From an optimization exercise on the open Yosys and OpenROAD flow, aimed at a short achievable clock period and few clock cycles; shortcuts taken in it are not production practice.
At most, simulation tests tie the RTL to the original design; equivalence was not proved.
For run 1, only the layout was checked, not whether the RTL still works.
Power figures rest on the tool's default switching activity, not on a simulated workload.

[design/flow/flow/run.sh]
#!/bin/bash
# Layout flow: the standard flow (standard.sh, all steps) with one change
# to synthesis: adders are left to abc as plain logic instead of being mapped
# to the library's full/half adder cells (ADDER_MAP_FILE empty), which gives
# faster carry logic. Registers and everything else are as in the standard
# flow. The full make output goes to run_standard.log in the work folder;
# each tool's own log is under orfs/logs/.
set -euo pipefail
cd "$(dirname "$0")/.."
ADDER_MAP_FILE= bash standard.sh > run_standard.log 2>&1
[design/flow/standard.sh]
#!/bin/bash
# synth_recipe.tcl (not shown) runs the flow's synth.tcl, then flattens the netlist and writes it again
# the make line also repeats each setting of config.mk as NAME=value (left out here)
make -C /OpenROAD-flow-scripts/flow DESIGN_CONFIG=/design/flow/config.mk WORK_HOME=/design/flow/orfs CLKGATE_MAP_FILE= SYNTH_SCRIPT=/design/flow/synth_recipe.tcl "${@:-finish}"
[design/flow/config.mk]
export PLATFORM = sky130hd
export DESIGN_NAME = isa_core
export DESIGN_NICKNAME = isa_core
export VERILOG_FILES = /design/flow/design.v
export SDC_FILE = /design/flow/constraint.sdc
export NUM_CORES = 4
export LEC_CHECK = 0
export CAP_MARGIN = 20
export CORE_MARGIN = 2
export CORE_UTILIZATION = 40
export SETUP_SLACK_MARGIN = 3.0
export SLEW_MARGIN = 20
export SYNTH_HIERARCHICAL = 1
export TNS_END_PERCENT = 100
[design/flow/constraint.sdc]
create_clock -name core_clock -period 5.5 [get_ports {clk}]
set_input_delay 1.1000 -clock core_clock [delete_from_list [all_inputs] [get_ports {clk}]]
set_output_delay 1.1000 -clock core_clock [all_outputs]
set_load 0.01 [all_outputs]
[design/flow/design.v]
package isa_pkg;
    localparam int word_w      = 16;               
    localparam int reg_idx_w   = 4;                
    localparam int num_regs    = 1 << reg_idx_w;   
    localparam int pc_w        = 11;               
    localparam int imm_w       = 5;                
    localparam int opcode_w    = 3;
    localparam int mult_stages = 2;
    localparam int mult_half_w = word_w / 2;       
    typedef logic signed [word_w-1:0] word_t;
    typedef logic [reg_idx_w-1:0]     reg_idx_t;
    typedef logic [pc_w-1:0]          pc_t;
    typedef logic [opcode_w-1:0]      opcode_t;
    localparam opcode_t op_arith    = 3'b000;      
    localparam opcode_t op_slt_mult = 3'b001;      
    localparam opcode_t op_beq      = 3'b100;      
    typedef struct packed {
        opcode_t  opcode;
        reg_idx_t rs;
        reg_idx_t rt;
        reg_idx_t rd;
        logic     func;    
    } instr_r_t;
    typedef struct packed {
        opcode_t                 opcode;
        reg_idx_t                rs;
        reg_idx_t                rt;
        logic signed [imm_w-1:0] imm;   
    } instr_b_t;
    typedef union packed {
        instr_r_t r;
        instr_b_t b;
    } instr_u;
    localparam logic [1:0] st_idle  = 2'd0;        
    localparam logic [1:0] st_fetch = 2'd1;        
    localparam logic [1:0] st_exe   = 2'd2;        
    localparam logic [1:0] st_alu   = 2'd3;        
endpackage
`timescale 1ns/1ns
module fetch_ctrl
(
    input  logic              run,
    input  logic              instr_valid,
    input  isa_pkg::instr_u   instr_data,
    input  logic              need_q,      
    input  logic              br_ready,    
    input  logic [3:0]        eqg_q,       
    input  logic              m1,          
    input  isa_pkg::reg_idx_t m1_rd,
    input  isa_pkg::pc_t      pc_q,        
    input  isa_pkg::pc_t      tgt_q,       
    output logic              fetch_req,
    output isa_pkg::pc_t      fa,
    output isa_pkg::pc_t      tgt_in,      
    output logic              ready        
);
    isa_pkg::reg_idx_t rs;
    isa_pkg::reg_idx_t rt;
    logic              beq;
    logic              uncond;
    logic              cond;
    logic              haz;
    logic              taken;
    logic [5:0]        lo;
    logic [5:0]        hi;
    assign rs     = instr_data.r.rs;
    assign rt     = instr_data.r.rt;
    assign beq    = (instr_data.r.opcode == isa_pkg::op_beq);
    assign uncond = beq && (rs == rt);
    assign cond   = beq && (rs != rt);
    assign haz    = m1 && ((rs == m1_rd) || (rt == m1_rd));
    assign lo = {1'b0, pc_q[4:0]} + {1'b0, instr_data.b.imm};
    always_comb
    begin
        case ({instr_data.b.imm[4], lo[5]})
            2'b01:   hi = pc_q[10:5] + 6'd1;
            2'b10:   hi = pc_q[10:5] - 6'd1;
            default: hi = pc_q[10:5];
        endcase
    end
    assign tgt_in = {hi, lo[4:0]};
    assign taken     = br_ready && (&eqg_q);
    assign ready     = need_q || (instr_valid && !cond && !haz) || br_ready;
    assign fa        = taken ? tgt_q : ((instr_valid && uncond) ? tgt_in : pc_q);
    assign fetch_req = run && ready;
endmodule
`timescale 1ns/1ns
module reg_file
(
    input  logic              clk,
    input  logic              rst_n,
    input  logic              we,
    input  isa_pkg::reg_idx_t wr_idx,
    input  isa_pkg::word_t    wr_data,
    input  logic              host_we,
    input  isa_pkg::reg_idx_t host_idx,
    input  isa_pkg::word_t    host_data,
    output logic [isa_pkg::num_regs-1:0][isa_pkg::word_w-1:0] regs
);
    always_ff @(posedge clk or negedge rst_n)
    begin
        if (!rst_n)
        begin
            for (int i = 0; i < isa_pkg::num_regs; i++)
                regs[i] <= '0;
        end
        else if (we)
            regs[wr_idx] <= wr_data;       
        else if (host_we)
            regs[host_idx] <= host_data;   
    end
endmodule
module op_read
(
    input  isa_pkg::reg_idx_t in_rs,
    input  isa_pkg::reg_idx_t in_rt,
    input  isa_pkg::reg_idx_t e1_rs,
    input  isa_pkg::reg_idx_t e1_rt,
    input  logic              e1_wait,
    input  logic              e1_wr,       
    input  logic              e1_mul,
    input  isa_pkg::reg_idx_t e1_rd,
    input  logic              e2_wr,       
    input  logic              e2_mul,
    input  isa_pkg::reg_idx_t e2_rd,
    input  logic [isa_pkg::word_w-1:0] e2_res_q,
    input  logic [isa_pkg::num_regs-1:0][isa_pkg::word_w-1:0] regs,
    output logic [isa_pkg::word_w-1:0] na,
    output logic [isa_pkg::word_w-1:0] nb,
    output logic [1:0]        sta,
    output logic [1:0]        stb,
    output logic [3:0]        eqg
);
    isa_pkg::reg_idx_t ia;
    isa_pkg::reg_idx_t ib;
    logic              e1ok;
    assign ia   = e1_wait ? e1_rs : in_rs;
    assign ib   = e1_wait ? e1_rt : in_rt;
    assign e1ok = !e1_wait;                
    always_comb
    begin
        if (e1ok && e1_wr && (e1_rd == ia))
        begin
            sta = e1_mul ? 2'd3 : 2'd1;
            na  = regs[ia];
        end
        else if (e2_wr && (e2_rd == ia))
        begin
            sta = e2_mul ? 2'd2 : 2'd0;
            na  = e2_res_q;
        end
        else
        begin
            sta = 2'd0;
            na  = regs[ia];
        end
        if (e1ok && e1_wr && (e1_rd == ib))
        begin
            stb = e1_mul ? 2'd3 : 2'd1;
            nb  = regs[ib];
        end
        else if (e2_wr && (e2_rd == ib))
        begin
            stb = e2_mul ? 2'd2 : 2'd0;
            nb  = e2_res_q;
        end
        else
        begin
            stb = 2'd0;
            nb  = regs[ib];
        end
        for (int k = 0; k < 4; k++)
            eqg[k] = (na[4*k +: 4] == nb[4*k +: 4]);
    end
endmodule
`timescale 1ns/1ns
module ex_operands
(
    input  logic [isa_pkg::word_w-1:0] a_q,
    input  logic [isa_pkg::word_w-1:0] b_q,
    input  logic [1:0]                 bpa_q,
    input  logic [1:0]                 bpb_q,
    input  logic [isa_pkg::word_w-1:0] e2_res_q,
    input  logic [isa_pkg::word_w-1:0] wbdata_q,
    output logic [isa_pkg::word_w-1:0] xa,
    output logic [isa_pkg::word_w-1:0] xb
);
    always_comb
    begin
        case (bpa_q)
            2'd1:    xa = e2_res_q;
            2'd2:    xa = wbdata_q;
            default: xa = a_q;
        endcase
        case (bpb_q)
            2'd1:    xb = e2_res_q;
            2'd2:    xb = wbdata_q;
            default: xb = b_q;
        endcase
    end
endmodule
module ex_alu
(
    input  logic [isa_pkg::word_w-1:0] a_q,
    input  logic [isa_pkg::word_w-1:0] b_q,
    input  logic [1:0]                 bpa_q,
    input  logic [1:0]                 bpb_q,
    input  logic [isa_pkg::word_w-1:0] e2_res_q,
    input  logic [isa_pkg::word_w-1:0] wbdata_q,
    input  logic                       slt_op,
    input  logic                       sub_op,
    output logic [isa_pkg::word_w-1:0] res
);
    localparam int W = isa_pkg::word_w;
    logic [W-1:0] xa;
    logic [W-1:0] xb;
    logic [W-1:0] sum;
    logic [W-1:0] diff;
    logic         slt;
    ex_operands u_ops (
        .a_q (a_q), .b_q (b_q), .bpa_q (bpa_q), .bpb_q (bpb_q),
        .e2_res_q (e2_res_q), .wbdata_q (wbdata_q), .xa (xa), .xb (xb)
    );
    assign sum  = xa + xb;
    assign diff = xa - xb;
    assign slt  = (xa[W-1] & !xb[W-1]) | (!(xa[W-1] ^ xb[W-1]) & diff[W-1]);
    assign res  = slt_op ? {{(W-1){1'b0}}, slt} : (sub_op ? diff : sum);
endmodule
module csa3
(
    input  logic [isa_pkg::word_w-1:0] x,
    input  logic [isa_pkg::word_w-1:0] y,
    input  logic [isa_pkg::word_w-1:0] z,
    output logic [isa_pkg::word_w-1:0] s,
    output logic [isa_pkg::word_w-1:0] c
);
    logic [isa_pkg::word_w-1:0] maj;
    assign s   = x ^ y ^ z;
    assign maj = (x & y) | (x & z) | (y & z);
    assign c   = {maj[isa_pkg::word_w-2:0], 1'b0};
endmodule
module mul_rows
(
    input  logic [isa_pkg::word_w-1:0] a_q,
    input  logic [isa_pkg::word_w-1:0] b_q,
    input  logic [1:0]                 bpa_q,
    input  logic [1:0]                 bpb_q,
    input  logic [isa_pkg::word_w-1:0] e2_res_q,
    input  logic [isa_pkg::word_w-1:0] wbdata_q,
    output logic [2:0][isa_pkg::word_w-1:0] rows
);
    localparam int W = isa_pkg::word_w;
    logic [W-1:0]      xa;
    logic [W-1:0]      xb;
    logic [8:0][W-1:0] pp;
    logic [5:0][W-1:0] r6;
    logic [3:0][W-1:0] r4;
    ex_operands u_ops (
        .a_q (a_q), .b_q (b_q), .bpa_q (bpa_q), .bpb_q (bpb_q),
        .e2_res_q (e2_res_q), .wbdata_q (wbdata_q), .xa (xa), .xb (xb)
    );
    always_comb
    begin
        logic [W:0]   bx;
        logic         one;
        logic         two;
        logic         neg;
        logic [W-1:0] m;
        bx    = {xb, 1'b0};
        pp[8] = '0;
        for (int j = 0; j < 8; j++)
        begin
            one = bx[2*j+1] ^ bx[2*j];
            two = (bx[2*j+2] & !bx[2*j+1] & !bx[2*j]) | (!bx[2*j+2] & bx[2*j+1] & bx[2*j]);
            neg = bx[2*j+2];
            m   = ({W{one}} & xa) | ({W{two}} & {xa[W-2:0], 1'b0});
            m   = m ^ {W{neg}};
            pp[j]      = m << (2*j);
            pp[8][2*j] = neg;      
        end
    end
    csa3 u_c0 (.x(pp[0]), .y(pp[1]), .z(pp[2]), .s(r6[0]), .c(r6[1]));
    csa3 u_c1 (.x(pp[3]), .y(pp[4]), .z(pp[5]), .s(r6[2]), .c(r6[3]));
    csa3 u_c2 (.x(pp[6]), .y(pp[7]), .z(pp[8]), .s(r6[4]), .c(r6[5]));
    csa3 u_c3 (.x(r6[0]), .y(r6[1]), .z(r6[2]), .s(r4[0]), .c(r4[1]));
    csa3 u_c4 (.x(r6[3]), .y(r6[4]), .z(r6[5]), .s(r4[2]), .c(r4[3]));
    csa3 u_c5 (.x(r4[0]), .y(r4[1]), .z(r4[2]), .s(rows[0]), .c(rows[1]));
    assign rows[2] = r4[3];
endmodule
module ex2_result
(
    input  logic [2:0][isa_pkg::word_w-1:0] mr_q,
    input  logic                            e2_mul,
    input  logic [isa_pkg::word_w-1:0]      e2_res_q,
    output logic [isa_pkg::word_w-1:0]      res
);
    logic [isa_pkg::word_w-1:0] s;
    logic [isa_pkg::word_w-1:0] c;
    csa3 u_c (.x(mr_q[0]), .y(mr_q[1]), .z(mr_q[2]), .s(s), .c(c));
    assign res = e2_mul ? (s + c) : e2_res_q;
endmodule
`timescale 1ns/1ns
module isa_core
(
    input  logic              clk,
    input  logic              rst_n,
    input  logic              run,
    input  logic              host_we,
    input  isa_pkg::reg_idx_t host_idx,
    input  isa_pkg::word_t    host_data,
    input  logic              instr_valid,
    input  isa_pkg::instr_u   instr_data,
    output logic              fetch_req,
    output isa_pkg::pc_t      fetch_addr,
    output logic              wb_valid,
    output isa_pkg::reg_idx_t wb_idx,
    output isa_pkg::word_t    wb_data,
    output logic              io_stall
);
    localparam int W = isa_pkg::word_w;
    logic              need_q;     
    isa_pkg::pc_t      pc_q;       
    isa_pkg::pc_t      tgt_q;      
    logic              e1_v;       
    logic              e1_wait;    
    logic              e1_we;      
    logic              e1_mul;
    logic              e1_slt;
    logic              e1_sub;
    logic              e1_br;      
    isa_pkg::reg_idx_t e1_rd;
    isa_pkg::reg_idx_t e1_rs;
    isa_pkg::reg_idx_t e1_rt;
    logic [W-1:0]      a_q;
    logic [W-1:0]      b_q;
    logic [1:0]        bpa_q;      
    logic [1:0]        bpb_q;
    logic [3:0]        eqg_q;      
    logic              e2_v;
    logic              e2_we;
    logic              e2_mul;
    isa_pkg::reg_idx_t e2_rd;
    logic [W-1:0]      e2_res_q;
    logic [2:0][W-1:0] mr_q;       
    logic              r_q;
    logic              wbv_q;
    isa_pkg::reg_idx_t wbidx_q;
    logic [W-1:0]      wbdata_q;
    logic [isa_pkg::num_regs-1:0][W-1:0] regs;
    logic              e1_go;
    assign e1_go = e1_v && !e1_wait;
    logic         br_ready;
    logic         ready;
    isa_pkg::pc_t fa;
    isa_pkg::pc_t tgt_in;
    assign br_ready = e1_go && e1_br;
    fetch_ctrl u_fetch_ctrl (
        .run         (run),
        .instr_valid (instr_valid),
        .instr_data  (instr_data),
        .need_q      (need_q),
        .br_ready    (br_ready),
        .eqg_q       (eqg_q),
        .m1          (e1_go && e1_mul),
        .m1_rd       (e1_rd),
        .pc_q        (pc_q),
        .tgt_q       (tgt_q),
        .fetch_req   (fetch_req),
        .fa          (fa),
        .tgt_in      (tgt_in),
        .ready       (ready)
    );
    assign fetch_addr = fa;
    isa_pkg::opcode_t in_op;
    logic             in_cond;
    logic             in_alu;
    assign in_op   = instr_data.r.opcode;
    assign in_cond = (in_op == isa_pkg::op_beq) && (instr_data.r.rs != instr_data.r.rt);
    assign in_alu  = (in_op == isa_pkg::op_arith) || (in_op == isa_pkg::op_slt_mult);
    logic [W-1:0] na;
    logic [W-1:0] nb;
    logic [1:0]   sta;
    logic [1:0]   stb;
    logic [3:0]   eqg;
    logic         haz1;
    op_read u_op_read (
        .in_rs    (instr_data.r.rs),
        .in_rt    (instr_data.r.rt),
        .e1_rs    (e1_rs),
        .e1_rt    (e1_rt),
        .e1_wait  (e1_wait),
        .e1_wr    (e1_go && e1_we),
        .e1_mul   (e1_mul),
        .e1_rd    (e1_rd),
        .e2_wr    (e2_v && e2_we),
        .e2_mul   (e2_mul),
        .e2_rd    (e2_rd),
        .e2_res_q (e2_res_q),
        .regs     (regs),
        .na       (na),
        .nb       (nb),
        .sta      (sta),
        .stb      (stb),
        .eqg      (eqg)
    );
    assign haz1 = (sta == 2'd3) || (stb == 2'd3);
    logic [W-1:0]      e1_res;
    logic [2:0][W-1:0] rows;
    logic [W-1:0]      e2_res;
    ex_alu u_ex_alu (
        .a_q      (a_q),
        .b_q      (b_q),
        .bpa_q    (bpa_q),
        .bpb_q    (bpb_q),
        .e2_res_q (e2_res_q),
        .wbdata_q (wbdata_q),
        .slt_op   (e1_slt),
        .sub_op   (e1_sub),
        .res      (e1_res)
    );
    mul_rows u_mul_rows (
        .a_q      (a_q),
        .b_q      (b_q),
        .bpa_q    (bpa_q),
        .bpb_q    (bpb_q),
        .e2_res_q (e2_res_q),
        .wbdata_q (wbdata_q),
        .rows     (rows)
    );
    ex2_result u_ex2_result (
        .mr_q     (mr_q),
        .e2_mul   (e2_mul),
        .e2_res_q (e2_res_q),
        .res      (e2_res)
    );
    logic wait_nxt;
    always_comb
    begin
        if (e1_wait)
            wait_nxt = e1_br && ((sta != 2'd0) || (stb != 2'd0));
        else
            wait_nxt = instr_valid && (haz1 || (in_cond && ((sta != 2'd0) || (stb != 2'd0))));
    end
    always_ff @(posedge clk or negedge rst_n)
    begin
        if (!rst_n)
        begin
            need_q  <= 1'b1;
            pc_q    <= '0;
            e1_v    <= 1'b0;
            e1_wait <= 1'b0;
            e2_v    <= 1'b0;
            r_q     <= 1'b0;
            wbv_q   <= 1'b0;
        end
        else
        begin
            need_q  <= (ready && !run) || (instr_valid && !in_cond && haz1);
            pc_q    <= fetch_req ? isa_pkg::pc_t'(fa + isa_pkg::pc_t'(1)) : fa;
            if (!e1_wait)
                e1_v <= instr_valid;
            e1_wait <= wait_nxt;
            e2_v    <= e1_go;
            r_q     <= e2_v;
            wbv_q   <= e2_v && e2_we;
        end
    end
    always_ff @(posedge clk)
    begin
        if (instr_valid)
            tgt_q <= tgt_in;
        a_q   <= na;
        b_q   <= nb;
        bpa_q <= sta;     
        bpb_q <= stb;
        eqg_q <= eqg;
        if (!e1_wait)
        begin
            e1_we  <= in_alu;
            e1_mul <= (in_op == isa_pkg::op_slt_mult) && instr_data.r.func;
            e1_slt <= (in_op == isa_pkg::op_slt_mult) && !instr_data.r.func;
            e1_sub <= instr_data.r.func;
            e1_br  <= in_cond;
            e1_rd  <= instr_data.r.rd;
            e1_rs  <= instr_data.r.rs;
            e1_rt  <= instr_data.r.rt;
        end
        e2_we    <= e1_we;
        e2_mul   <= e1_mul;
        e2_rd    <= e1_rd;
        e2_res_q <= e1_res;
        mr_q     <= rows;
        wbidx_q  <= e2_rd;
        wbdata_q <= e2_res;
    end
    reg_file u_reg_file (
        .clk       (clk),
        .rst_n     (rst_n),
        .we        (e2_v && e2_we),
        .wr_idx    (e2_rd),
        .wr_data   (e2_res),
        .host_we   (host_we && !run),
        .host_idx  (host_idx),
        .host_data (host_data),
        .regs      (regs)
    );
    assign io_stall = !r_q;
    assign wb_valid = wbv_q;
    assign wb_idx   = wbidx_q;
    assign wb_data  = wbdata_q;
endmodule
==> results by group, run 1 <==
Timing
  – RSZ-0062 raised after global routing: true
  – Fin crit period: 3.825 ns
  – Final hold vios: 0
  – Clk_skew: ~0.034 ns
  – Slew Limit Fails: 0
  – Hold Slack: approximately 0.35 ns
  – Fin crit share: 0.6954
  – Relative slew slack: 0.2461
  – Setup ws final: 1.675 ns
  – Setup TNS Final: 0 ns
  – Final Setup Violations: 0
  – Slew of the pin with the lowest slew margin: around 1.1 ns
  – Highest clock rate: 261.5 MHz

Place
  – Routability cong.: ~1
  – Pre-CTS WS: around 0.63 ns
  – DP HPWL: around 90,000 um
  – Port Buf Inserts: 74

Status
  – Status: finished clean

Drt
  – Met2 wire length: about 71,000 um
  – First-pass DRT Iterations: 12
  – Max Used Layer: met5
  – DR WL met3: 22,320 um
  – Drc violations: 0
  – Vias/cell: between 6 and 7
  – Metal-1 WL: 59,510 um
  – Drt initial violations: 5,711
  – Vias: 37,546
  – Remaining antenna violation count: 0
  – Routed Wire Length: 165,600 um
  – Drt wl/cell: 28.98 um

Synth
  – Post-synthesis register bit count: 431
  – Ys async rst share: 0.6334
  – YS warnings: 12
  – Post-Syn Instances: 3,933
  – Number of distinct library cells after synthesis: 120
  – Area share of the largest cell type after synthesis: 0.1941
  – Post-synthesis average cell area: slightly below 9 um^2
  – Yosys top cell by area: dfrtp_1
  – Ys flop type: dfrtp_1
  – Synth area leaders: dfrtp_1, mux2i_1, nand2_1
  – Post-synthesis sequential area ratio: 0.2931
  – Number of flops mapped to enable cells by yosys: 28
  – Cell Area, Synth: 35,060 um^2

Global routing
  – Vias in the first global route: 34,476
  – Pin count of the biggest net entering global routing: 121
  – Total grt overflow: 0
  – Initial antenna violation count: 6
  – First-pass GRT wire length: 229,800 um
  – GR Util All Layers: 0.3395

Floorplan
  – Die H: 300.1 um
  – Die X: 300.1 um
  – Die area: 90,030 um^2
  – Core outline area: around 87,000 um^2
  – Initial core utilization: 0.4041
  – Row count: 108
  – Top Ports: 75

Clocking
  – CTS Root Cell: clkbuf_16
  – Num Clock Sinks: 431
  – CTS Buf Count: 52
  – CTS tree: yes
  – H-tree levels: 2
  – # hold bufs at CTS: 0
  – Worst-case clock buffer depth: 3
  – Worst-path clk slew: 0.05 ns
  – Clk Latency, worst-skew pair: between 0.6 and 0.7 ns

Min path
  – Worst min-delay path category: input pin to async pin

Pwr
  – Total power: 28.06 mW
  – Peak VDD IR: roughly 0.53 mV
  – Leakage: approximately 20 nW
  – Pwr per Cell Area: 566.1 nW/um^2

Critical path
  – CP Data Required Time: 4.40 ns
  – Largest fanout on the critical path: 4
  – R2r endpoint: mr_q[23]
  – Crit path arrival time: 2.72 ns
  – R2R depth: 9
  – R2r setup slk: 1.93 ns
  – Setup CP Type: input pin to primary output
  – Setup crit start kind: input pin
  – Crit end category: primary output
  – Reg-to-reg critical path startpoint: e2_res_q[2]

Cells and area
  – Layout Utilization: 0.5712
  – Final nets: 4,561
  – Layout cells sized above 1: 0.3356
  – Synthesis-to-finish area growth: 41.36%

Flow run
  – Max_cap viols: 0
-- Yosys cell counts (30+ instances only) --
| cell | n |
|---|---|
| buf_4 | 39 |
| o2bb2ai_1 | 60 |
| xor3_1 | 112 |
| xor2_1 | 64 |
| a22o_1 | 49 |
| nand3_1 | 257 |
| xnor2_1 | 86 |
| and2_1 | 30 |
| a22oi_1 | 146 |
| buf_2 | 81 |
| a222oi_1 | 34 |
| nand2_1 | 721 |
| nor2b_1 | 33 |
| nor2_1 | 129 |
| clkbuf_1 | 192 |
| a32oi_1 | 43 |
| mux2i_1 | 350 |
| maj3_1 | 121 |
| o21ai_0 | 64 |
| inv_1 | 35 |
| a21o_1 | 77 |
| dfrtp_1 | 272 |
| o211ai_1 | 44 |
| a31oi_1 | 31 |
| a21oi_1 | 232 |
| dfxtp_1 | 130 |
| a221o_1 | 43 |
-- through the flow --
stage	instances	area (um^2)
6_report	5715	49560
5_1_grt	5714	49560
4_1_cts	5542	46060
3_5_place_dp	5043	37590
3_3_place_gp	5043	37580
2_1_floorplan	4059	36470
-- cell usage in the layout (no fill, tap or decap), types with 63 or more instances in the layout --
cell type / synthesis / routed
a21oi_1: 232 / 185
a21o_1: 77 / 77
nand3_1: 257 / 230
mux2i_4: 1 / 63
mux2i_1: 350 / 258
xor3_1: 112 / 100
clkbuf_16: 0 / 64
buf_4: 39 / 393
nand2_1: 721 / 664
maj3_1: 121 / 75
a22oi_1: 146 / 114
dfxtp_1: 130 / 99
buf_6: 17 / 167
buf_12: 12 / 89
dfrtp_1: 272 / 267
conb_1: 8 / 134
nor2_1: 129 / 86
-- sequential cells by signal (all words and copies together), names as in the netlist, 4 cells and up --
name	count
tgt_q	11
wbidx_q	4
a_q	16
u_reg_file.regs	256
mr_q	48
e1_rt	4
e2_rd	4
pc_q	11
e1_rd	4
e2_res_q	16
b_q	16
eqg_q	4
wbdata_q	16
e1_rs	4
-- area by class of cell --
cell class	count	area (um^2)
Fill cell	7110	37200
Multi-Input combinational cell	3251	27850
Sequential cell	431	10350
Timing Repair Buffer	748	7971
Clock buffer	73	1533
Tap cell	1155	1445
Clock inverter	20	255.2
Inverter	36	147.6
Antenna cell	1	2.502
-- critical path: stages --
cell and delay, ns:
buf_8 0.11, a31oi_4 0.32, o31ai_4 0.10, buf_4 0.15, a31oi_4 0.22, a22o_1 0.19, and2b_1 0.13, xnor2_1 0.07
o21ai_2 0.17, buf_2 0.16
-- report_power, final --
group | internal [mW] | leakage [nW] | total [mW] | switching, mW
Clock | 2.14 | 0.868 | 3.70 | 1.57
Sequential | 4.34 | 4.65 | 5.81 | 1.48
Combinational | 9.72 | 15.0 | 18.5 | 8.82
-- routing by layer --
metal | global-route usage | vias up
li1 | - | 15582
met2 | 0.5143 | 2812
met5 | 0.001058 | -
met4 | 0.1895 | 16
met1 | 0.4190 | 18319
met3 | 0.1217 | 817
-- modules after synthesis (local to each module, per instance), a selection --
| module | cells | flops+latches |
|---|---|---|
| fetch_ctrl | 120 | 0 |
| isa_core | 231 | 175 |
| mul_rows | 319 | 0 |
| ex_operands | 108 | 0 |
| ex_alu | 309 | 0 |
| ex2_result | 112 | 0 |
| op_read | 1029 | 0 |
-- worst max path at each step --
stage | start | end | slack, ns | cells after the start
after floorplan | instr_data[1] | fetch_addr[9] | 2.01 | 7
after global placement | instr_data[0] | fetch_addr[7] | 0.64 | 9
after detailed placement | instr_data[0] | fetch_addr[7] | 0.63 | 9
after CTS | instr_data[0] | fetch_addr[7] | 1.69 | 9
after global routing | instr_data[1] | fetch_addr[7] | 1.59 | 10
final | instr_data[1] | fetch_addr[7] | 1.68 | 10
-- timing repair --
item	4_1_cts	5_1_grt
setup buffers	359	159
endpoints found under the setup margin	398	338
gates cloned	47	13
gates resized for setup	757	394
pin swaps	209	233
-- cells by family after synthesis --
logic type / Yosys count / share of synthesized area
AOI/OAI and AO/OA: 971 / 0.2037
xor gates and xnor gates: 263 / 0.1139
adders and majority gates: 125 / 0.03583
buffers and inverters: 409 / 0.06017
DFF: 431 / 0.2931
muxes: 384 / 0.1160
other: 8 / 0.0008566
and+or+nand+nor: 1342 / 0.1764
==> run 2: changes to the inputs <==
--- a/design/flow/design.v
+++ b/design/flow/design.v
@@ -49,40 +49,149 @@
     input  isa_pkg::reg_idx_t m1_rd,
     input  isa_pkg::pc_t      pc_q,        
     input  isa_pkg::pc_t      tgt_q,       
+    input  logic [5:0]        hp_q,        
+    input  logic [5:0]        hm_q,        
     output logic              fetch_req,
-    output isa_pkg::pc_t      fa,
+    output isa_pkg::pc_t      fetch_addr,  
+    output isa_pkg::pc_t      fa,          
     output isa_pkg::pc_t      tgt_in,      
     output logic              ready        
 );
     isa_pkg::reg_idx_t rs;
     isa_pkg::reg_idx_t rt;
     logic              beq;
-    logic              uncond;
     logic              cond;
     logic              haz;
-    logic              taken;
     logic [5:0]        lo;
-    logic [5:0]        hi;
-    assign rs     = instr_data.r.rs;
-    assign rt     = instr_data.r.rt;
-    assign beq    = (instr_data.r.opcode == isa_pkg::op_beq);
-    assign uncond = beq && (rs == rt);
-    assign cond   = beq && (rs != rt);
-    assign haz    = m1 && ((rs == m1_rd) || (rt == m1_rd));
+    logic              uncond;
+    logic [2:0]        taken;
+    isa_pkg::pc_t      nt;
+    assign rs   = instr_data.r.rs;
+    assign rt   = instr_data.r.rt;
+    assign beq  = (instr_data.r.opcode == isa_pkg::op_beq);
+    assign cond = beq && (rs != rt);
+    assign haz  = m1 && ((rs == m1_rd) || (rt == m1_rd));
+    assign ready     = need_q || (instr_valid && !cond && !haz) || br_ready;
+    logic e_st;
+    logic e_sd;
+    logic e_td;
+    logic op_beq;
+    eq4 u_e_st (.x(rs), .y(rt),    .eq(e_st));
+    eq4 u_e_sd (.x(rs), .y(m1_rd), .eq(e_sd));
+    eq4 u_e_td (.x(rt), .y(m1_rd), .eq(e_td));
+    is_beq u_fr_beq (.valid(1'b1), .op(instr_data.r.opcode), .y(op_beq));
+    fr_gate u_fr_gate (
+        .run (run), .instr_valid (instr_valid), .need_q (need_q), .br_ready (br_ready),
+        .op_beq (op_beq), .e_st (e_st), .m1 (m1), .e_sd (e_sd), .e_td (e_td),
+        .fetch_req (fetch_req)
+    );
     assign lo = {1'b0, pc_q[4:0]} + {1'b0, instr_data.b.imm};
     always_comb
     begin
         case ({instr_data.b.imm[4], lo[5]})
-            2'b01:   hi = pc_q[10:5] + 6'd1;
-            2'b10:   hi = pc_q[10:5] - 6'd1;
-            default: hi = pc_q[10:5];
+            2'b01:   tgt_in = {hp_q, lo[4:0]};
+            2'b10:   tgt_in = {hm_q, lo[4:0]};
+            default: tgt_in = {pc_q[10:5], lo[4:0]};
         endcase
     end
-    assign tgt_in = {hi, lo[4:0]};
-    assign taken     = br_ready && (&eqg_q);
-    assign ready     = need_q || (instr_valid && !cond && !haz) || br_ready;
-    assign fa        = taken ? tgt_q : ((instr_valid && uncond) ? tgt_in : pc_q);
-    assign fetch_req = run && ready;
+    assign uncond = instr_valid && beq && (rs == rt);
+    assign fa     = (br_ready && (&eqg_q)) ? tgt_q : (uncond ? tgt_in : pc_q);
+    for (genvar g = 0; g < 3; g++)
+    begin : g_br
+        and5 u_taken (.x({br_ready, eqg_q}), .y(taken[g]));
+    end
+    for (genvar k = 0; k < isa_pkg::pc_w; k++)
+    begin : g_fa
+        fa_bit #(.K(k)) u_fa_bit (
+            .instr_valid (instr_valid),
+            .instr_data  (instr_data),
+            .pc_q        (pc_q),
+            .hp_q        (hp_q[(k >= 5) ? k - 5 : 0]),
+            .hm_q        (hm_q[(k >= 5) ? k - 5 : 0]),
+            .nt          (nt[k])
+        );
+        mux2 u_fa_mux (.s(taken[k / 4]), .a(nt[k]), .b(tgt_q[k]), .y(fetch_addr[k]));
+    end
+endmodule
+module and5
+(
+    input  logic [4:0] x,
+    output logic       y
+);
+    assign y = &x;
+endmodule
+module mux2
+(
+    input  logic s,
+    input  logic a,
+    input  logic b,
+    output logic y
+);
+    assign y = s ? b : a;
+endmodule
+module fa_bit
+#(
+    parameter int K = 0
+)
+(
+    input  logic            instr_valid,
+    input  isa_pkg::instr_u instr_data,
+    input  isa_pkg::pc_t    pc_q,
+    input  logic            hp_q,      
+    input  logic            hm_q,      
+    output logic            nt
+);
+    logic       beq;
+    logic [5:0] lo;
+    logic       t;
+    assign beq    = instr_valid && (instr_data.r.opcode == isa_pkg::op_beq);
+    assign lo     = {1'b0, pc_q[4:0]} + {1'b0, instr_data.b.imm};
+    always_comb
+    begin
+        if (K < 5)
+            t = lo[K];
+        else
+        begin
+            case ({instr_data.b.imm[4], lo[5]})
+                2'b01:   t = hp_q;
+                2'b10:   t = hm_q;
+                default: t = pc_q[K];
+            endcase
+        end
+    end
+    assign nt = beq ? t : pc_q[K];
+endmodule
+module is_beq
+(
+    input  logic             valid,
+    input  isa_pkg::opcode_t op,
+    output logic             y
+);
+    assign y = valid && (op == isa_pkg::op_beq);
+endmodule
+module eq4
+(
+    input  logic [3:0] x,
+    input  logic [3:0] y,
+    output logic       eq
+);
+    assign eq = (x == y);
+endmodule
+module fr_gate
+(
+    input  logic run,
+    input  logic instr_valid,
+    input  logic need_q,
+    input  logic br_ready,
+    input  logic op_beq,
+    input  logic e_st,
+    input  logic m1,
+    input  logic e_sd,
+    input  logic e_td,
+    output logic fetch_req
+);
+    assign fetch_req = run && (need_q || br_ready ||
+                               (instr_valid && !(op_beq && !e_st) && !(m1 && (e_sd || e_td))));
 endmodule
 `timescale 1ns/1ns
 module reg_file
@@ -124,12 +233,14 @@
     input  logic              e2_mul,
     input  isa_pkg::reg_idx_t e2_rd,
     input  logic [isa_pkg::word_w-1:0] e2_res_q,
+    input  logic              wb_wr,       
+    input  isa_pkg::reg_idx_t wb_rd,
+    input  logic [isa_pkg::word_w-1:0] wbdata_q,
     input  logic [isa_pkg::num_regs-1:0][isa_pkg::word_w-1:0] regs,
     output logic [isa_pkg::word_w-1:0] na,
     output logic [isa_pkg::word_w-1:0] nb,
     output logic [1:0]        sta,
-    output logic [1:0]        stb,
-    output logic [3:0]        eqg
+    output logic [1:0]        stb
 );
     isa_pkg::reg_idx_t ia;
     isa_pkg::reg_idx_t ib;
@@ -149,6 +260,11 @@
             sta = e2_mul ? 2'd2 : 2'd0;
             na  = e2_res_q;
         end
+        else if (wb_wr && (wb_rd == ia))
+        begin
+            sta = 2'd0;
+            na  = wbdata_q;
+        end
         else
         begin
             sta = 2'd0;
@@ -164,13 +280,46 @@
             stb = e2_mul ? 2'd2 : 2'd0;
             nb  = e2_res_q;
         end
+        else if (wb_wr && (wb_rd == ib))
+        begin
+            stb = 2'd0;
+            nb  = wbdata_q;
+        end
         else
         begin
             stb = 2'd0;
             nb  = regs[ib];
         end
+    end
+endmodule
+module br_pre
+(
+    input  logic [isa_pkg::word_w-1:0] na,
+    input  logic [isa_pkg::word_w-1:0] nb,
+    input  logic [1:0]                 sta,
+    input  logic [1:0]                 stb,
+    input  logic [isa_pkg::word_w-1:0] e1_res,
+    input  logic [isa_pkg::word_w-1:0] e2_res,
+    output logic [3:0]                 eqg
+);
+    logic [isa_pkg::word_w-1:0] x;
+    logic [isa_pkg::word_w-1:0] y;
+    logic                       same;
+    always_comb
+    begin
+        case (sta)
+            2'd1:    x = e1_res;
+            2'd2:    x = e2_res;
+            default: x = na;
+        endcase
+        case (stb)
+            2'd1:    y = e1_res;
+            2'd2:    y = e2_res;
+            default: y = nb;
+        endcase
+        same = (sta == stb) && (sta != 2'd0);    
         for (int k = 0; k < 4; k++)
-            eqg[k] = (na[4*k +: 4] == nb[4*k +: 4]);
+            eqg[k] = same || (x[4*k +: 4] == y[4*k +: 4]);
     end
 endmodule
 `timescale 1ns/1ns
@@ -321,6 +470,8 @@
     logic              need_q;     
     isa_pkg::pc_t      pc_q;       
     isa_pkg::pc_t      tgt_q;      
+    logic [5:0]        hp_q;       
+    logic [5:0]        hm_q;       
     logic              e1_v;       
     logic              e1_wait;    
     logic              e1_we;      
@@ -365,12 +516,14 @@
         .m1_rd       (e1_rd),
         .pc_q        (pc_q),
         .tgt_q       (tgt_q),
+        .hp_q        (hp_q),
+        .hm_q        (hm_q),
         .fetch_req   (fetch_req),
+        .fetch_addr  (fetch_addr),
         .fa          (fa),
         .tgt_in      (tgt_in),
         .ready       (ready)
     );
-    assign fetch_addr = fa;
     isa_pkg::opcode_t in_op;
     logic             in_cond;
     logic             in_alu;
@@ -381,7 +534,6 @@
     logic [W-1:0] nb;
     logic [1:0]   sta;
     logic [1:0]   stb;
-    logic [3:0]   eqg;
     logic         haz1;
     op_read u_op_read (
         .in_rs    (instr_data.r.rs),
@@ -396,17 +548,20 @@
         .e2_mul   (e2_mul),
         .e2_rd    (e2_rd),
         .e2_res_q (e2_res_q),
+        .wb_wr    (wbv_q),
+        .wb_rd    (wbidx_q),
+        .wbdata_q (wbdata_q),
         .regs     (regs),
         .na       (na),
         .nb       (nb),
         .sta      (sta),
-        .stb      (stb),
-        .eqg      (eqg)
+        .stb      (stb)
     );
     assign haz1 = (sta == 2'd3) || (stb == 2'd3);
     logic [W-1:0]      e1_res;
     logic [2:0][W-1:0] rows;
     logic [W-1:0]      e2_res;
+    logic [3:0]        eqg;
     ex_alu u_ex_alu (
         .a_q      (a_q),
         .b_q      (b_q),
@@ -427,19 +582,30 @@
         .wbdata_q (wbdata_q),
         .rows     (rows)
     );
+    br_pre u_br_pre (
+        .na       (na),
+        .nb       (nb),
+        .sta      (sta),
+        .stb      (stb),
+        .e1_res   (e1_res),
+        .e2_res   (e2_res),
+        .eqg      (eqg)
+    );
     ex2_result u_ex2_result (
         .mr_q     (mr_q),
         .e2_mul   (e2_mul),
         .e2_res_q (e2_res_q),
         .res      (e2_res)
     );
-    logic wait_nxt;
+    logic         wait_nxt;
+    isa_pkg::pc_t pc_nxt;
+    assign pc_nxt = fetch_req ? isa_pkg::pc_t'(fa + isa_pkg::pc_t'(1)) : fa;
     always_comb
     begin
         if (e1_wait)
-            wait_nxt = e1_br && ((sta != 2'd0) || (stb != 2'd0));
+            wait_nxt = 1'b0;    
         else
-            wait_nxt = instr_valid && (haz1 || (in_cond && ((sta != 2'd0) || (stb != 2'd0))));
+            wait_nxt = instr_valid && haz1;
     end
     always_ff @(posedge clk or negedge rst_n)
     begin
@@ -447,6 +613,8 @@
         begin
             need_q  <= 1'b1;
             pc_q    <= '0;
+            hp_q    <= 6'd1;
+            hm_q    <= 6'h3f;
             e1_v    <= 1'b0;
             e1_wait <= 1'b0;
             e2_v    <= 1'b0;
@@ -456,7 +624,9 @@
         else
         begin
             need_q  <= (ready && !run) || (instr_valid && !in_cond && haz1);
-            pc_q    <= fetch_req ? isa_pkg::pc_t'(fa + isa_pkg::pc_t'(1)) : fa;
+            pc_q    <= pc_nxt;
+            hp_q    <= pc_nxt[10:5] + 6'd1;
+            hm_q    <= pc_nxt[10:5] - 6'd1;
             if (!e1_wait)
                 e1_v <= instr_valid;
             e1_wait <= wait_nxt;
@@ -496,9 +666,9 @@
     reg_file u_reg_file (
         .clk       (clk),
         .rst_n     (rst_n),
-        .we        (e2_v && e2_we),
-        .wr_idx    (e2_rd),
-        .wr_data   (e2_res),
+        .we        (wbv_q),
+        .wr_idx    (wbidx_q),
+        .wr_data   (wbdata_q),
         .host_we   (host_we && !run),
         .host_idx  (host_idx),
         .host_data (host_data),
==> run 2 against run 1 <==
Area after synthesis is 9.7% higher; wire length is 5.8% higher; worst hold slack better by 0.021 ns; clock skew is 0.0055 ns higher; cell count is 6.5% higher; maximum frequency is 1.8% higher.
==> results by group, run 2 <==
Cells and area
  – Register area: 10,660 um^2 (+3.0%)
  – Synthesis-to-finish area growth: 37.12%
  – Layout cells sized above 1: 0.3113 (-0.02433)
  – Final Instance Area: 52,710 um^2 (+6.4%)
  – Commonest non-fill, non-tap cells in the layout: nand2_1, buf_4, mux2i_1
  – Fillers: 8,006 (+13%)
  – Most common cell after layout, fill and taps aside: nand2_1
  – Largest regs: u_reg_file.regs x256, mr_q x48
  – Number of flip-flops in the largest register: 256 (unchanged)
  – Area of the multi-input gates: 29,880 um^2 (+7.3%)
  – Final nets: 4,817 (+5.6%)
  – Largest Register: u_reg_file.regs

Clocking
  – CTS tree: yes
  – H-tree levels: 2 (unchanged)
  – Worst-path clk slew: 0.06 ns (about the same)
  – CTS Buf Count: 56 (+7.7%)
  – Num Clock Sinks: 442 (+2.6%)
  – # hold bufs at CTS: 0 (unchanged)
  – Worst-case clock buffer depth: 3 (unchanged)
  – Clk Latency, worst-skew pair: 0.68 ns (+0.03 ns)
  – CTS Root Cell: clkbuf_16

Floorplan
  – Die X: 314.0 um (+4.7%)
  – Die area: 98,600 um^2 (+9.5%)
  – Top Ports: 75 (unchanged)
  – Row count: 113 (+4.6%)
  – Initial core utilization: 0.4040 (about the same)
  – Die H: 314.0 um (+4.7%)
  – Core outline area: 95,150 um^2 (+9.7%)

Pwr
  – Combinational power share: 0.620 (-0.041)
  – Leakage: 21.26 nW (+3.9%)
  – Power share of the clock group: 0.153 (+0.021)
  – Pwr per Cell Area: 486.6 nW/um^2 (-14%)
  – Peak VDD IR: 0.4306 mV (-19%)
  – Int Pwr: 14.75 mW (-8.9%)
  – Sequential power share: 0.227 (+0.020)
  – Net Sw Power: 10.89 mW (-8.2%)
  – Total power: 25.65 mW (-8.6%)
  – Net Sw Frac: 0.4248 (+0.001872)

Critical path
  – CP Data Required Time: 4.40 ns (about the same)
  – Reg-to-reg critical path startpoint: bpa_q[1]
  – Crit end category: primary output
  – R2r setup slk: 1.82 ns (-0.11 ns)
  – Setup crit start kind: input pin
  – Crit path arrival time: 2.66 ns (-0.06 ns)
  – Most used cell, CP: buf_6
  – Crit path cell chain: buf_6 -> or4bb_4 -> or4b_1 -> o31ai_1 -> or3_1 -> mux2_4 -> buf_6
  – Crit path largest cell delay: 0.55 ns (+0.23 ns)
  – R2r endpoint: eqg_q[2]
  – R2R depth: 17 (+8)
  – Worst path slowest cell: or4bb_4
  – Buf/Inv on CP: 2 (-1)
  – Delay-heaviest family, CP: simple AND/OR/NAND/NOR gates
  – Setup CP Type: input pin to primary output
  – Largest fanout on the critical path: 4 (unchanged)

Synth
  – Synth area leaders: dfrtp_1, mux2i_1, xor3_1
  – Number of flops mapped to enable cells by yosys: 28 (unchanged)
  – Ys async rst share: 0.6425 (+0.009123)
  – Post-synthesis sequential area ratio: 0.2747 (-0.01845)
  – Simple-Gate Fraction of Synth Area: 0.1509 (-0.02559)
  – Proportion of synthesized area in mux cells: 0.1496 (+0.03360)
  – Post-synthesis xor/xnor area fraction: 0.1085 (-0.005405)
  – YS warnings: 24 (+12)
  – Post-synthesis register bit count: 442 (+2.6%)
  – Adder-cell share of the synthesized area: 0.03268 (-0.003155)
  – Ys flop type: dfrtp_1
  – Post-synthesis average cell area: 9.114 um^2 (+2.2%)
  – Most common cell in the netlist: nand2_1
  – Yosys top cell by area: dfrtp_1
  – Area share of the largest cell type after synthesis: 0.1803 (-0.01384)
  – Post-Syn Instances: 4,218 (+7.2%)
  – Synth top cells by count: nand2_1, mux2i_1, dfrtp_1
  – Cell Area, Synth: 38,440 um^2 (+9.7%)
  – Synth Area in Compound Gates: 0.2219 (+0.01816)
  – Number of distinct library cells after synthesis: 130 (+8.3%)
  – Largest family of logic cells by synthesized area: compound AO/OA/AOI/OAI gates

Global routing
  – Total grt overflow: 0 (unchanged)
  – GR Layer Usage met3: 0.09638 (-0.02531)
  – Met2 GRT Util: 0.5019 (-0.01239)
  – Vias in the first global route: 37,101 (+7.6%)
  – Pin count of the biggest net entering global routing: 85 (-30%)
  – First-pass GRT wire length: 245,800 um (+6.9%)
  – GR peak layer: met2
  – GR Util All Layers: 0.3283 (-0.01115)
  – Met1 usage: 0.4144 (-0.004665)
  – Initial antenna violation count: 10 (+4)

Timing
  – RSZ-0062 raised after global routing: true
  – Slew of the pin with the lowest slew margin: 1.080 ns (-0.04455 ns)
  – Setup TNS Final: 0 ns (unchanged)
  – Highest clock rate: 266.1 MHz (+1.8%)
  – Relative slew slack: 0.2778 (+0.03173)
  – Hold Slack: 0.3699 ns (+0.02068 ns)
  – Fin crit period: 3.758 ns (-0.06651 ns)
  – Final hold vios: 0 (unchanged)
  – Slew Limit Fails: 0 (unchanged)
  – Fin crit share: 0.6833 (-0.01209)
  – Setup ws final: 1.742 ns (+0.06651 ns)
  – Clk_skew: 0.03973 ns (+0.005493 ns)
  – Final Setup Violations: 0 (unchanged)

Status
  – Status: finished clean

Min path
  – Worst min-delay path category: flip-flop to flip-flop
  – Hold endpoint: e2_we
  – Hold Path Depth: 0
  – Critical hold path startpoint: e1_we

Place
  – Routability cong.: 0.9257 (-7.1%)
  – Pre-CTS WS: 0.5341 ns (-0.09928 ns)
  – DP Area: 41,200 um^2 (+9.6%)
  – DP HPWL: 94,070 um (+4.1%)
  – Port Buf Inserts: 74 (unchanged)

Drt
  – First-pass DRT Iterations: 9 (-3)
  – Remaining antenna violation count: 0 (unchanged)
  – Vias/cell: 6.616 (+0.71%)
  – Routed Wire Length: 175,200 um (+5.8%)
  – Drt initial violations: 5,705 (-0.11%)
  – Drt wl/cell: 28.78 um (-0.70%)
  – Vias: 40,280 (+7.3%)
  – Drc violations: 0 (unchanged)

Flow run
  – Max_cap viols: 0 (unchanged)
## run 2: cell types whose count changed in the layout (fill, tap and decap cells not counted), moves of 23 or more
cell           previous run  this run
a32oi_1                  22        50
a22oi_1                 114       154
mux2i_1                 258       423
nand3_1                 230       172
o22ai_4                   1        24
xnor2_1                  56        80
nand2_2                  36        13
dlygate4sd2_1            28         5
buf_4                   393       434
nand2_1                 664       621
buf_6                   167       117
## run 2: layer usage
metal,routed length [um],up-vias
met2,75340,2940
met5,81,-
li1,-,16860
met4,13530,12
met3,22210,898
met1,64030,19570
## run 2: worst reg2reg max path, delay by kind of cell, from the launching register on
kind	cells	cell delay [ns]
AOI/OAI and AO/OA	6	1.45
muxes	4	0.64
buffers and inverters	4	0.63
DFF	1	0.38
and+or+nand+nor	2	0.33
xor gates and xnor gates	1	0.12
## run 2: worst max path at each step
stage | end | start | slack [ns] | cells after the start
2_1_floorplan | fetch_addr[3] | instr_data[13] | 1.96 | 5
6_report | fetch_addr[3] | instr_data[13] | 1.74 | 7
4_1_cts | fetch_addr[3] | instr_data[14] | 1.68 | 7
3_3_place_gp | fetch_addr[5] | instr_data[3] | 0.52 | 9
3_5_place_dp | fetch_addr[5] | instr_data[3] | 0.53 | 9
5_1_grt | fetch_addr[3] | instr_data[13] | 1.69 | 7
## run 2: modules after synthesis (local to each module, per instance), excerpt
module	cells	cell area, um^2
and5	3	12.51
br_pre	132	1316
eq4	5	47.55
ex_operands	108	1134
fetch_ctrl	116	850.8
fr_gate	4	28.78
is_beq	1	12.51
mul_rows	319	2261
mux2	1	15.01
## run 2: layout make-up
cell class | count | share of cell area
repair buffers | 756 | 0.1612
inverters | 49 | 0.003703
well taps | 1265 | 0.03003
clock buffers | 85 | 0.03211
multi-input cells | 3471 | 0.5668
flip-flops and latches | 442 | 0.2023
clock inverters | 16 | 0.003679
diodes | 4 | 0.0001899
## run 2: logic make-up (layout without fill, tap and decap cells)
kind of cell	after synthesis	after routing
adders and majority gates	125	125
muxes	551	558
AOI/OAI and AO/OA	1130	1130
xor gates and xnor gates	282	282
buffers and inverters	443	906
and+or+nand+nor	1236	1241
other	9	139
DFF	442	442
## run 2: timing repair
action	4_1_cts	5_1_grt
hold endpoints to repair	0	0
setup endpoints to repair	417	292
gates resized for setup	883	265
gates cloned	42	12
pin swaps	242	184
buffers inserted	373	109
## run 2: through the flow
step,utilization,instances
global route,0.5539,6086
floorplan,-,4344
finish,0.5540,6088
CTS,0.5291,5963
detailed placement,0.4330,5447
global placement,0.4328,5446
## run 2: power by group through the flow
stage / logic [mW] / clock network (mW) / registers, mW
3_3_place_gp: 11.4 / 0 / 5.70
5_1_grt: 16.7 / 4.07 / 5.91
2_1_floorplan: 8.82 / 0 / 5.29
6_report: 15.9 / 3.92 / 5.83
4_1_cts: 14.3 / 3.92 / 5.70
3_5_place_dp: 11.5 / 0 / 5.71
Testbench counts of run 2, summed over its fixed seeds: cycles 10,145.
==> run 3: changes to the inputs <==
--- a/design/flow/design.v
+++ b/design/flow/design.v
@@ -48,6 +48,7 @@
     input  logic              m1,          
     input  isa_pkg::reg_idx_t m1_rd,
     input  isa_pkg::pc_t      pc_q,        
+    input  isa_pkg::pc_t      pcn_q,       
     input  isa_pkg::pc_t      tgt_q,       
     input  logic [5:0]        hp_q,        
     input  logic [5:0]        hm_q,        
@@ -105,7 +106,7 @@
         fa_bit #(.K(k)) u_fa_bit (
             .instr_valid (instr_valid),
             .instr_data  (instr_data),
-            .pc_q        (pc_q),
+            .pc_q        (~pcn_q),
             .hp_q        (hp_q[(k >= 5) ? k - 5 : 0]),
             .hm_q        (hm_q[(k >= 5) ? k - 5 : 0]),
             .nt          (nt[k])
@@ -327,33 +328,23 @@
 (
     input  logic [isa_pkg::word_w-1:0] a_q,
     input  logic [isa_pkg::word_w-1:0] b_q,
-    input  logic [1:0]                 bpa_q,
-    input  logic [1:0]                 bpb_q,
+    input  logic [2:0]                 sela_q,
+    input  logic [2:0]                 selb_q,
     input  logic [isa_pkg::word_w-1:0] e2_res_q,
     input  logic [isa_pkg::word_w-1:0] wbdata_q,
     output logic [isa_pkg::word_w-1:0] xa,
     output logic [isa_pkg::word_w-1:0] xb
 );
-    always_comb
-    begin
-        case (bpa_q)
-            2'd1:    xa = e2_res_q;
-            2'd2:    xa = wbdata_q;
-            default: xa = a_q;
-        endcase
-        case (bpb_q)
-            2'd1:    xb = e2_res_q;
-            2'd2:    xb = wbdata_q;
-            default: xb = b_q;
-        endcase
-    end
+    localparam int W = isa_pkg::word_w;
+    assign xa = ({W{sela_q[0]}} & a_q) | ({W{sela_q[1]}} & e2_res_q) | ({W{sela_q[2]}} & wbdata_q);
+    assign xb = ({W{selb_q[0]}} & b_q) | ({W{selb_q[1]}} & e2_res_q) | ({W{selb_q[2]}} & wbdata_q);
 endmodule
 module ex_alu
 (
     input  logic [isa_pkg::word_w-1:0] a_q,
     input  logic [isa_pkg::word_w-1:0] b_q,
-    input  logic [1:0]                 bpa_q,
-    input  logic [1:0]                 bpb_q,
+    input  logic [2:0]                 sela_q,
+    input  logic [2:0]                 selb_q,
     input  logic [isa_pkg::word_w-1:0] e2_res_q,
     input  logic [isa_pkg::word_w-1:0] wbdata_q,
     input  logic                       slt_op,
@@ -367,7 +358,7 @@
     logic [W-1:0] diff;
     logic         slt;
     ex_operands u_ops (
-        .a_q (a_q), .b_q (b_q), .bpa_q (bpa_q), .bpb_q (bpb_q),
+        .a_q (a_q), .b_q (b_q), .sela_q (sela_q), .selb_q (selb_q),
         .e2_res_q (e2_res_q), .wbdata_q (wbdata_q), .xa (xa), .xb (xb)
     );
     assign sum  = xa + xb;
@@ -392,20 +383,19 @@
 (
     input  logic [isa_pkg::word_w-1:0] a_q,
     input  logic [isa_pkg::word_w-1:0] b_q,
-    input  logic [1:0]                 bpa_q,
-    input  logic [1:0]                 bpb_q,
+    input  logic [2:0]                 sela_q,
+    input  logic [2:0]                 selb_q,
     input  logic [isa_pkg::word_w-1:0] e2_res_q,
     input  logic [isa_pkg::word_w-1:0] wbdata_q,
-    output logic [2:0][isa_pkg::word_w-1:0] rows
+    output logic [3:0][isa_pkg::word_w-1:0] rows
 );
     localparam int W = isa_pkg::word_w;
     logic [W-1:0]      xa;
     logic [W-1:0]      xb;
     logic [8:0][W-1:0] pp;
     logic [5:0][W-1:0] r6;
-    logic [3:0][W-1:0] r4;
     ex_operands u_ops (
-        .a_q (a_q), .b_q (b_q), .bpa_q (bpa_q), .bpb_q (bpb_q),
+        .a_q (a_q), .b_q (b_q), .sela_q (sela_q), .selb_q (selb_q),
         .e2_res_q (e2_res_q), .wbdata_q (wbdata_q), .xa (xa), .xb (xb)
     );
     always_comb
@@ -431,21 +421,22 @@
     csa3 u_c0 (.x(pp[0]), .y(pp[1]), .z(pp[2]), .s(r6[0]), .c(r6[1]));
     csa3 u_c1 (.x(pp[3]), .y(pp[4]), .z(pp[5]), .s(r6[2]), .c(r6[3]));
     csa3 u_c2 (.x(pp[6]), .y(pp[7]), .z(pp[8]), .s(r6[4]), .c(r6[5]));
-    csa3 u_c3 (.x(r6[0]), .y(r6[1]), .z(r6[2]), .s(r4[0]), .c(r4[1]));
-    csa3 u_c4 (.x(r6[3]), .y(r6[4]), .z(r6[5]), .s(r4[2]), .c(r4[3]));
-    csa3 u_c5 (.x(r4[0]), .y(r4[1]), .z(r4[2]), .s(rows[0]), .c(rows[1]));
-    assign rows[2] = r4[3];
+    csa3 u_c3 (.x(r6[0]), .y(r6[1]), .z(r6[2]), .s(rows[0]), .c(rows[1]));
+    csa3 u_c4 (.x(r6[3]), .y(r6[4]), .z(r6[5]), .s(rows[2]), .c(rows[3]));
 endmodule
 module ex2_result
 (
-    input  logic [2:0][isa_pkg::word_w-1:0] mr_q,
+    input  logic [3:0][isa_pkg::word_w-1:0] mr_q,
     input  logic                            e2_mul,
     input  logic [isa_pkg::word_w-1:0]      e2_res_q,
     output logic [isa_pkg::word_w-1:0]      res
 );
+    logic [isa_pkg::word_w-1:0] s3;
+    logic [isa_pkg::word_w-1:0] c3;
     logic [isa_pkg::word_w-1:0] s;
     logic [isa_pkg::word_w-1:0] c;
-    csa3 u_c (.x(mr_q[0]), .y(mr_q[1]), .z(mr_q[2]), .s(s), .c(c));
+    csa3 u_c3 (.x(mr_q[0]), .y(mr_q[1]), .z(mr_q[2]), .s(s3), .c(c3));
+    csa3 u_c  (.x(s3),      .y(c3),      .z(mr_q[3]), .s(s),  .c(c));
     assign res = e2_mul ? (s + c) : e2_res_q;
 endmodule
 `timescale 1ns/1ns
@@ -469,6 +460,7 @@
     localparam int W = isa_pkg::word_w;
     logic              need_q;     
     isa_pkg::pc_t      pc_q;       
+    isa_pkg::pc_t      pcn_q;      
     isa_pkg::pc_t      tgt_q;      
     logic [5:0]        hp_q;       
     logic [5:0]        hm_q;       
@@ -484,15 +476,15 @@
     isa_pkg::reg_idx_t e1_rt;
     logic [W-1:0]      a_q;
     logic [W-1:0]      b_q;
-    logic [1:0]        bpa_q;      
-    logic [1:0]        bpb_q;
+    logic [2:0]        sela_q;     
+    logic [2:0]        selb_q;
     logic [3:0]        eqg_q;      
     logic              e2_v;
     logic              e2_we;
     logic              e2_mul;
     isa_pkg::reg_idx_t e2_rd;
     logic [W-1:0]      e2_res_q;
-    logic [2:0][W-1:0] mr_q;       
+    logic [3:0][W-1:0] mr_q;       
     logic              r_q;
     logic              wbv_q;
     isa_pkg::reg_idx_t wbidx_q;
@@ -515,6 +507,7 @@
         .m1          (e1_go && e1_mul),
         .m1_rd       (e1_rd),
         .pc_q        (pc_q),
+        .pcn_q       (pcn_q),
         .tgt_q       (tgt_q),
         .hp_q        (hp_q),
         .hm_q        (hm_q),
@@ -559,14 +552,14 @@
     );
     assign haz1 = (sta == 2'd3) || (stb == 2'd3);
     logic [W-1:0]      e1_res;
-    logic [2:0][W-1:0] rows;
+    logic [3:0][W-1:0] rows;
     logic [W-1:0]      e2_res;
     logic [3:0]        eqg;
     ex_alu u_ex_alu (
         .a_q      (a_q),
         .b_q      (b_q),
-        .bpa_q    (bpa_q),
-        .bpb_q    (bpb_q),
+        .sela_q   (sela_q),
+        .selb_q   (selb_q),
         .e2_res_q (e2_res_q),
         .wbdata_q (wbdata_q),
         .slt_op   (e1_slt),
@@ -576,8 +569,8 @@
     mul_rows u_mul_rows (
         .a_q      (a_q),
         .b_q      (b_q),
-        .bpa_q    (bpa_q),
-        .bpb_q    (bpb_q),
+        .sela_q   (sela_q),
+        .selb_q   (selb_q),
         .e2_res_q (e2_res_q),
         .wbdata_q (wbdata_q),
         .rows     (rows)
@@ -613,6 +606,7 @@
         begin
             need_q  <= 1'b1;
             pc_q    <= '0;
+            pcn_q   <= '1;
             hp_q    <= 6'd1;
             hm_q    <= 6'h3f;
             e1_v    <= 1'b0;
@@ -625,6 +619,7 @@
         begin
             need_q  <= (ready && !run) || (instr_valid && !in_cond && haz1);
             pc_q    <= pc_nxt;
+            pcn_q   <= ~pc_nxt;
             hp_q    <= pc_nxt[10:5] + 6'd1;
             hm_q    <= pc_nxt[10:5] - 6'd1;
             if (!e1_wait)
@@ -641,8 +636,8 @@
             tgt_q <= tgt_in;
         a_q   <= na;
         b_q   <= nb;
-        bpa_q <= sta;     
-        bpb_q <= stb;
+        sela_q <= (sta == 2'd1) ? 3'b010 : ((sta == 2'd2) ? 3'b100 : 3'b001);
+        selb_q <= (stb == 2'd1) ? 3'b010 : ((stb == 2'd2) ? 3'b100 : 3'b001);
         eqg_q <= eqg;
         if (!e1_wait)
         begin
==> design/flow/flow/run.sh (replaced) <==
#!/bin/bash
# Layout flow: the standard flow (standard.sh, all steps) with two changes,
# set in flow/extra.mk:
#  - adders are left to abc as plain logic (ADDER_MAP_FILE empty) instead of
#    being mapped to the library's full/half adder cells: faster carry logic;
#  - the slow or3/or4 cells and the delay cells are added to DONT_USE_CELLS.
# Registers and everything else are as in the standard flow. The make output
# goes to run_standard.log in the work folder; each tool's own log is under
# orfs/logs/.
set -euo pipefail
cd "$(dirname "$0")/.."
{ echo "include $PWD/config.mk"; cat flow/extra.mk; } > own_config.mk
sed "s|DESIGN_CONFIG=[^ ]*|DESIGN_CONFIG=$PWD/own_config.mk|" standard.sh > own_standard.sh
bash own_standard.sh > run_standard.log 2>&1
==> design/flow/flow/extra.mk (new file) <==
# Synthesis and sizing changes of this flow (see run.sh).
export ADDER_MAP_FILE =
export DONT_USE_CELLS = sky130_fd_sc_hd__or4_1 sky130_fd_sc_hd__or4_2 sky130_fd_sc_hd__or4_4 sky130_fd_sc_hd__or4b_1 sky130_fd_sc_hd__or4b_2 sky130_fd_sc_hd__or4b_4 sky130_fd_sc_hd__or4bb_1 sky130_fd_sc_hd__or4bb_2 sky130_fd_sc_hd__or4bb_4 sky130_fd_sc_hd__or3_1 sky130_fd_sc_hd__or3_2 sky130_fd_sc_hd__or3_4 sky130_fd_sc_hd__or3b_1 sky130_fd_sc_hd__or3b_2 sky130_fd_sc_hd__or3b_4 sky130_fd_sc_hd__clkdlybuf4s15_1 sky130_fd_sc_hd__clkdlybuf4s15_2 sky130_fd_sc_hd__clkdlybuf4s18_1 sky130_fd_sc_hd__clkdlybuf4s18_2 sky130_fd_sc_hd__clkdlybuf4s25_1 sky130_fd_sc_hd__clkdlybuf4s25_2 sky130_fd_sc_hd__clkdlybuf4s50_1 sky130_fd_sc_hd__clkdlybuf4s50_2 sky130_fd_sc_hd__dlygate4sd1_1 sky130_fd_sc_hd__dlygate4sd2_1 sky130_fd_sc_hd__dlygate4sd3_1 sky130_fd_sc_hd__dlymetal6s2s_1 sky130_fd_sc_hd__dlymetal6s4s_1 sky130_fd_sc_hd__dlymetal6s6s_1
==> run 3 against run 2 <==
Power up 3.8%; wire length down 12%; via count down 4.1%; sequential share of layout area up 3.3 points; global-route usage down 2.9 points; combinational power up 4%; first-iteration DRC count about the same; register-to-register slack worse by 0.03 ns; critical path depth up 2; critical endpoint is now fetch_addr[9]; highest routed layer unchanged.
==> results by group, run 3 <==
Status
  – Status: finished clean

Synth
  – Number of flops mapped to enable cells by yosys: 28 (unchanged)
  – Post-synthesis average cell area: 8.940 um^2 (-1.9%)
  – Ys flop type: dfrtp_1
  – Ys async rst share: 0.6255 (-0.01700)
  – Post-Syn Instances: 4,249 (+0.73%)
  – Synth area leaders: dfrtp_1, mux2i_1, dfxtp_1
  – Area share of the largest cell type after synthesis: 0.1825 (+0.002174)
  – Most common cell in the netlist: nand2_1
  – Post-synthesis sequential area ratio: 0.2944 (+0.01971)
  – Number of distinct library cells after synthesis: 133 (+2.3%)
  – Cell Area, Synth: 37,990 um^2 (-1.2%)
  – Yosys top cell by area: dfrtp_1

Critical path
  – Crit path launch: pcn_q[3]
  – Worst path slowest cell: dfstp_2
  – R2r endpoint: eqg_q[3]
  – Setup crit start kind: flip-flop
  – R2R depth: 15 (-2)
  – Crit path largest cell delay: 0.55 ns (about the same)
  – Worst Setup EP: fetch_addr[9]
  – Largest fanout on the critical path: 7 (+3)
  – Crit path cell chain: clkinvlp_4 -> buf_6 -> a22oi_2 -> o211ai_2 -> a31oi_1 -> a41oi_1 -> o221a_1 -> mux2_4 -> buf_2
  – Delay-heaviest family, CP: compound AO/OA/AOI/OAI gates
  – Setup CP Type: flip-flop to primary output
  – Reg-to-reg critical path startpoint: mr_q[32]
  – R2r setup slk: 1.79 ns (-0.03 ns)
  – Crit end category: primary output

Min path
  – Worst min-delay path category: flip-flop to flip-flop
  – Critical hold path startpoint: e2_rd[3]

Timing
  – Highest clock rate: 261.1 MHz (-1.9%)
  – Fin crit share: 0.6962 (+0.01295)
  – RSZ-0062 raised after global routing: true
  – Setup TNS Final: 0 ns (unchanged)
  – Clk_skew: 0.03541 ns (-0.004324 ns)
  – Slew Limit Fails: 0 (unchanged)
  – Slew of the pin with the lowest slew margin: 1.252 ns (+0.1724 ns)
  – Final hold vios: 0 (unchanged)
  – Relative slew slack: 0.1651 (-0.1127)

Global routing
  – Initial antenna violation count: 1 (-9)
  – Vias in the first global route: 36,343 (-2.0%)
  – Pin count of the biggest net entering global routing: 99 (+16%)
  – Total grt overflow: 0 (unchanged)
  – First-pass GRT wire length: 226,400 um (-7.9%)

Pwr
  – Combinational power share: 0.621 (about the same)
  – Net Sw Power: 11.65 mW (+6.9%)
  – Pwr per Cell Area: 554.7 nW/um^2 (+14%)
  – Sequential power share: 0.227 (about the same)
  – Leakage: 20.13 nW (-5.3%)

Drt
  – Vias/cell: 6.309 (-4.6%)
  – Drc violations: 0 (unchanged)
  – Routed Wire Length: 154,400 um (-12%)
  – Remaining antenna violation count: 0 (unchanged)
  – Drt wl/cell: 25.22 um (-12%)
  – Drt initial violations: 5,709 (+0.070%)
  – First-pass DRT Iterations: 11 (+2)

Flow run
  – Max_cap viols: 0 (unchanged)

Clocking
  – # hold bufs at CTS: 0 (unchanged)
  – CTS tree: yes
  – H-tree levels: 2 (unchanged)
  – Worst-case clock buffer depth: 3 (unchanged)
  – Worst-path clk slew: 0.06 ns (about the same)

Floorplan
  – Die H: 312.2 um (-0.59%)
  – Top Ports: 75 (unchanged)
  – Core outline area: 94,590 um^2 (-0.59%)
  – Row count: 113 (unchanged)

Cells and area
  – Commonest non-fill, non-tap cells in the layout: nand2_1, mux2i_1, buf_1
  – Largest regs: u_reg_file.regs x256, mr_q x64
  – Largest Register: u_reg_file.regs
  – Number of flip-flops in the largest register: 256 (unchanged)

Place
  – DP Area: 39,560 um^2 (-4.0%)
  – Port Buf Inserts: 74 (unchanged)
[run 3: cells by family after synthesis]
family | after synthesis | share of synthesized area
buf+inv | 512 | 0.06380
xor+xnor | 286 | 0.1108
mux | 362 | 0.1014
flops | 470 | 0.2944
other cells | 9 | 0.0008893
compound gates | 1182 | 0.2348
simple gates | 1303 | 0.1607
fa+ha+maj | 125 | 0.03314
[run 3: what timing repair did]
action | 4_1_cts | 5_1_grt
buffers inserted | 379 | 159
setup endpoints to repair | 432 | 241
pin swaps | 209 | 170
resized for setup | 618 | 257
cloned | 20 | 8
[run 3: layer usage]
| metal | global-route usage | vias to the layer above | wire (um) | share of wire |
|---|---|---|---|---|
| met1 | 0.4032 | 18725 | 61210 | 0.40 |
| li1 | - | 16851 | - | - |
| met2 | 0.4570 | 2481 | 67170 | 0.44 |
| met5 | 0 | - | 28 | 0.00018 |
| met4 | 0.1489 | 4 | 8965 | 0.058 |
| met3 | 0.06111 | 558 | 17000 | 0.11 |
[run 3: cell type report]
type                            count  area [um^2]  area share
Inverter                          129        520.5     0.01085
Timing Repair inverter              9        60.06    0.001252
Tap cell                         1265         1583     0.03299
Multi-Input combinational cell   3399        27440      0.5719
Clock inverter                     23        211.5    0.004407
Timing Repair Buffer              742         5122      0.1068
Sequential cell                   470        11270      0.2350
Clock buffer                       84         1772     0.03693
[run 3: worst reg2reg max path, stage by stage (launching register included)]
cell and delay, ns:
dfxtp_2 0.33, xor3_1 0.44, maj3_2 0.36, a21oi_4 0.17, o311ai_4 0.14, o2bb2ai_4 0.18, o221ai_4 0.11, nand3_2 0.12
a22o_4 0.25, maj3_2 0.36, xnor2_4 0.16, mux2_4 0.32, mux2i_1 0.14, mux2i_1 0.11, xnor2_1 0.17, a41o_1 0.26
[run 3: modules after synthesis, one instance, submodules excluded, a selection]
module / cell area [um^2] / times used / flops+latches / cells inside
ex_operands: 479.2 / 2 / 0 / 70
and5: 12.51 / 3 / 0 / 3
fetch_ctrl: 908.4 / 1 / 0 / 126
is_beq: 12.51 / 1 / 0 / 1
ex_alu: 1949 / 1 / 0 / 310
eq4: 47.55 / 3 / 0 / 5
csa3: 541.8 / 7 / 0 / 33
[run 3: worst min-delay path by stage]
stage	to	slack (ns)	cells after the start
3_3_place_gp	e2_we	0.35	0
5_1_grt	e2_we	0.38	0
4_1_cts	e2_we	0.36	0
3_5_place_dp	e2_we	0.35	0
2_1_floorplan	e2_we	0.34	0
6_report	wbidx_q[3]	0.38	0
[run 3: metrics by stage]
step	hold slack [ns]	total power [mW]	cells	setup slack, ns
CTS	0.3637	25.05	5953	1.671
global route	0.3830	27.83	6121	1.571
global placement	0.3526	17.93	5447	1.043
finish	0.3823	26.61	6121	1.671
floorplan	0.3393	14.87	4375	1.936
detailed placement	0.3476	18.06	5447	1.051
[run 3: power groups by stage]
stage               Combinational, mW  Sequential, mW  Clock [mW]
global route                     17.5            6.13        4.20
global placement                 11.9            5.99           0
CTS                              15.0            5.94        4.08
detailed placement               12.1            5.99           0
finish                           16.5            6.03        4.05
floorplan                        9.38            5.49           0
Testbench counts of run 3, summed over its fixed seeds: cycles 10,145.

## afterwards: timing with drivers on the ports
Ports are ideal in the flow. The routed layouts listed here were re-timed in OpenROAD. Step 1 sets driving cells, clkbuf_16 on the clock port and buf_2 on the other inputs (assumed; they add their load-dependent delay and slew). Step 2 also shifts input and output timing later by t, the mid clock arrival at the registers, as if the neighbouring blocks saw the same clock. Slacks: no drivers / after step 1 / after step 2; pairs: no drivers / after step 1.
| run | t (ns) | setup slack, ns |
|---|---|---|
| run 1 | 0.703 | 1.675 / 1.625 / 1.594 |
| run 2 | 0.724 | 1.742 / 1.711 / 1.543 |
| run 3 | 0.730 | 1.671 / 1.603 / 1.505 |
After both steps setup and hold are still met in every run listed.
